This design comes from an exercise in tuning for small area, a short achievable clock period and few clock cycles per item on the open sky130 flow, not from production work.
Where RTL was checked, it was by simulation tests only, not by an equivalence proof against the original.
Power and IR drop assume default switching activity.

Setup of zinc:
==> module instr_decode, before the edit <==
module instr_decode (
   input  logic [31:0] w0,
   input  logic [31:0] w1,
   input  logic        pend,
   input  logic [3:0]  pend_dst,
   input  logic [15:0] written,
   output logic [exe_pkg::E_W-1:0] entry,
   output logic        pend_next,
   output logic [3:0]  pend_dst_next
);
   logic [7:0] op0, op1;
   logic lvsv0, mtc1_0, mfc1_0, movi0, rd0;
   logic rd0_lo;
   logic lvsv1, mtc1_1, mfc1_1, movi1, rd1;
   logic dep_p, dep_n;
   logic split_p, split_n;
   assign op0 = w0[31:24];
   assign op1 = w1[31:24];
   assign lvsv0  = (op0[7:1] == exe_pkg::OP_LV[7:1]);
   assign mtc1_0 = (op0 == exe_pkg::OP_MTC1);
   assign mfc1_0 = (op0 == exe_pkg::OP_MFC1);
   assign movi0  = (op0 == exe_pkg::OP_MOV_IMM);
   assign rd0    = lvsv0 || mtc1_0;
   assign rd0_lo = (op0[5:4] == 2'b01) || (op0[5:4] == 2'b10 && !op0[0]);
   assign lvsv1  = (op1[7:1] == exe_pkg::OP_LV[7:1]);
   assign mtc1_1 = (op1 == exe_pkg::OP_MTC1);
   assign mfc1_1 = (op1 == exe_pkg::OP_MFC1);
   assign movi1  = (op1 == exe_pkg::OP_MOV_IMM);
   assign rd1    = lvsv1 || mtc1_1;
   assign dep_p = (pend_dst == w1[11:8]);
   assign dep_n = (w0[19:16] == w1[11:8]);
   assign split_p = mfc1_1 || (rd1 && dep_p);
   assign split_n = (rd0_lo && rd1) || (mfc1_0 && mfc1_1) || (mtc1_0 && (lvsv1 || mfc1_1)) ||
                    (rd1 && mfc1_0 && dep_n);
   assign pend_next     = (pend || !movi0) && movi1;
   assign pend_dst_next = w1[19:16];
   always_comb begin
      entry = '0;
      entry[exe_pkg::E_NMEM]       = lvsv1;
      entry[exe_pkg::E_NSV]        = op1[0];
      entry[exe_pkg::E_NMTC1]      = mtc1_1;
      entry[exe_pkg::E_NWEN]       = mfc1_1;
      entry[exe_pkg::E_NVREG +: 5] = w1[20:16];
      entry[exe_pkg::E_NRIDX +: 4] = w1[11:8];
      if (pend) begin
         entry[exe_pkg::E_DVAL +: 32]  = w0;
         entry[exe_pkg::E_SMEM]        = lvsv1 && !dep_p;
         entry[exe_pkg::E_SSV]         = op1[0];
         entry[exe_pkg::E_SMTC1]       = mtc1_1 && !dep_p;
         entry[exe_pkg::E_SWEN]        = 1'b1;
         entry[exe_pkg::E_SWVL]        = 1'b0;
         entry[exe_pkg::E_SVREG +: 5]  = w1[20:16];
         entry[exe_pkg::E_SRSEL +: 16] = (16'b1 << w1[11:8]) & written;
         entry[exe_pkg::E_SWIDX +: 4]  = pend_dst;
         entry[exe_pkg::E_SPLIT]       = split_p;
      end else if (movi0) begin
         entry[exe_pkg::E_DVAL +: 32]  = w1;
         entry[exe_pkg::E_SMEM]        = 1'b0;
         entry[exe_pkg::E_SSV]         = op1[0];
         entry[exe_pkg::E_SMTC1]       = 1'b0;
         entry[exe_pkg::E_SWEN]        = 1'b1;
         entry[exe_pkg::E_SWVL]        = 1'b0;
         entry[exe_pkg::E_SVREG +: 5]  = w1[20:16];
         entry[exe_pkg::E_SRSEL +: 16] = (rd0_lo ? (16'b1 << w0[11:8]) : (16'b1 << w1[11:8])) & written;
         entry[exe_pkg::E_SWIDX +: 4]  = w0[19:16];
         entry[exe_pkg::E_SPLIT]       = 1'b0;
      end else begin
         entry[exe_pkg::E_DVAL +: 32]  = w1;
         entry[exe_pkg::E_SMEM]        = lvsv0 || (lvsv1 && !split_n);
         entry[exe_pkg::E_SSV]         = lvsv0 ? op0[0] : op1[0];
         entry[exe_pkg::E_SMTC1]       = mtc1_0 || (mtc1_1 && !split_n);
         entry[exe_pkg::E_SWEN]        = mfc1_0 || (mfc1_1 && !split_n);
         entry[exe_pkg::E_SWVL]        = 1'b1;
         entry[exe_pkg::E_SVREG +: 5]  = lvsv0 ? w0[20:16] : w1[20:16];
         entry[exe_pkg::E_SRSEL +: 16] = (rd0_lo ? (16'b1 << w0[11:8]) : (16'b1 << w1[11:8])) & written;
         entry[exe_pkg::E_SWIDX +: 4]  = mfc1_0 ? w0[19:16] : w1[19:16];
         entry[exe_pkg::E_SPLIT]       = split_n;
      end
   end
endmodule
==> flow/config.mk <==
export PLATFORM = sky130hd
export DESIGN_NAME = vector_exe_unit
export DESIGN_NICKNAME = vector_exe_unit
export VERILOG_FILES = /design/flow/design.v
export SDC_FILE = /design/flow/constraint.sdc
export NUM_CORES = 4
export LEC_CHECK = 0
export CAP_MARGIN = 20
export CORE_MARGIN = 2
export CORE_UTILIZATION = 40
export CTS_CLUSTER_DIAMETER = 80
export CTS_CLUSTER_SIZE = 30
export SETUP_SLACK_MARGIN = 2.0
export SLEW_MARGIN = 20
==> flow/constraint.sdc <==
create_clock -name core_clock -period 4.0 [get_ports {clk}]
set_input_delay 0.8000 -clock core_clock [delete_from_list [all_inputs] [get_ports {clk}]]
set_output_delay 0.8000 -clock core_clock [all_outputs]
set_load 0.01 [all_outputs]
run.sh (not shown) runs the stock make flow with config.mk's settings and CLKGATE_MAP_FILE= SYNTH_SCRIPT=/design/flow/synth_recipe.tcl, a recipe that flattens the netlist after the stock synthesis.
The inputs of cedar differ from those of zinc as listed below.
--- a/flow/design.v
+++ b/flow/design.v
@@ -145,7 +145,7 @@
          entry[exe_pkg::E_SWEN]        = 1'b1;
          entry[exe_pkg::E_SWVL]        = 1'b0;
          entry[exe_pkg::E_SVREG +: 5]  = w1[20:16];
-         entry[exe_pkg::E_SRSEL +: 16] = (rd0_lo ? (16'b1 << w0[11:8]) : (16'b1 << w1[11:8])) & written;
+         entry[exe_pkg::E_SRSEL +: 16] = 16'h0;
          entry[exe_pkg::E_SWIDX +: 4]  = w0[19:16];
          entry[exe_pkg::E_SPLIT]       = 1'b0;
       end else begin
==> comparison <==
Core util | cedar vs zinc | cedar higher
Sort zinc and cedar by number of cells on the critical path, descending, and zinc comes first.
Compared with zinc, in cedar total nets after synthesis picked up an extra 133; sequential fraction of design power lost 3.2 points.
Summary of cedar over zinc: setup slack +0.069 ns; net switching component of the power +19%.
Measured against zinc, the maximum number of pins on one net before global-route repair of cedar comes out at 1.3 times the reference value.
cedar vs zinc — clock-buffer cell count dropped about 16%.
Delta (cedar minus zinc): cell total after placement moved up; number of tap cells added at floorplan moved up; number of cell instances on the worst register-to-register path moved down.
cedar vs. zinc: met2 wire length went up, wire length now larger, share of the clock period used by the worst path after layout dropped 1.7 points.
Testbench counts of cedar, summed over its fixed seeds: cycles 17,896, items 19,384.
The RTL of zinc was laid out without a check of its function.

[afterwards: timing with drivers on the ports]
The flow's constraints put no driver on any port. The routed layouts listed below were extracted and timed again, unchanged, in two steps.
Step 1 sets driving cells, clkbuf_16 on the clock port and buf_2 on the other inputs (assumed; they add their load-dependent delay and slew).
Step 2 also shifts input and output timing later by t, the mid clock arrival at the registers, as if the neighbouring blocks saw the same clock.
a / b / c = no drivers / after step 1 / after step 2; a / b = the first two.
run	shift t [ns]	setup slack, ns	worst setup path at the end
zinc	0.702	1.644 / 1.678 / 0.976	input to register
cedar	0.657	1.712 / 1.747 / 1.090	input to register
After both steps every run listed still meets setup and hold. The setup slack of zinc, which loses most, moves by +0.034 ns with the drivers and by -0.668 ns with both steps.
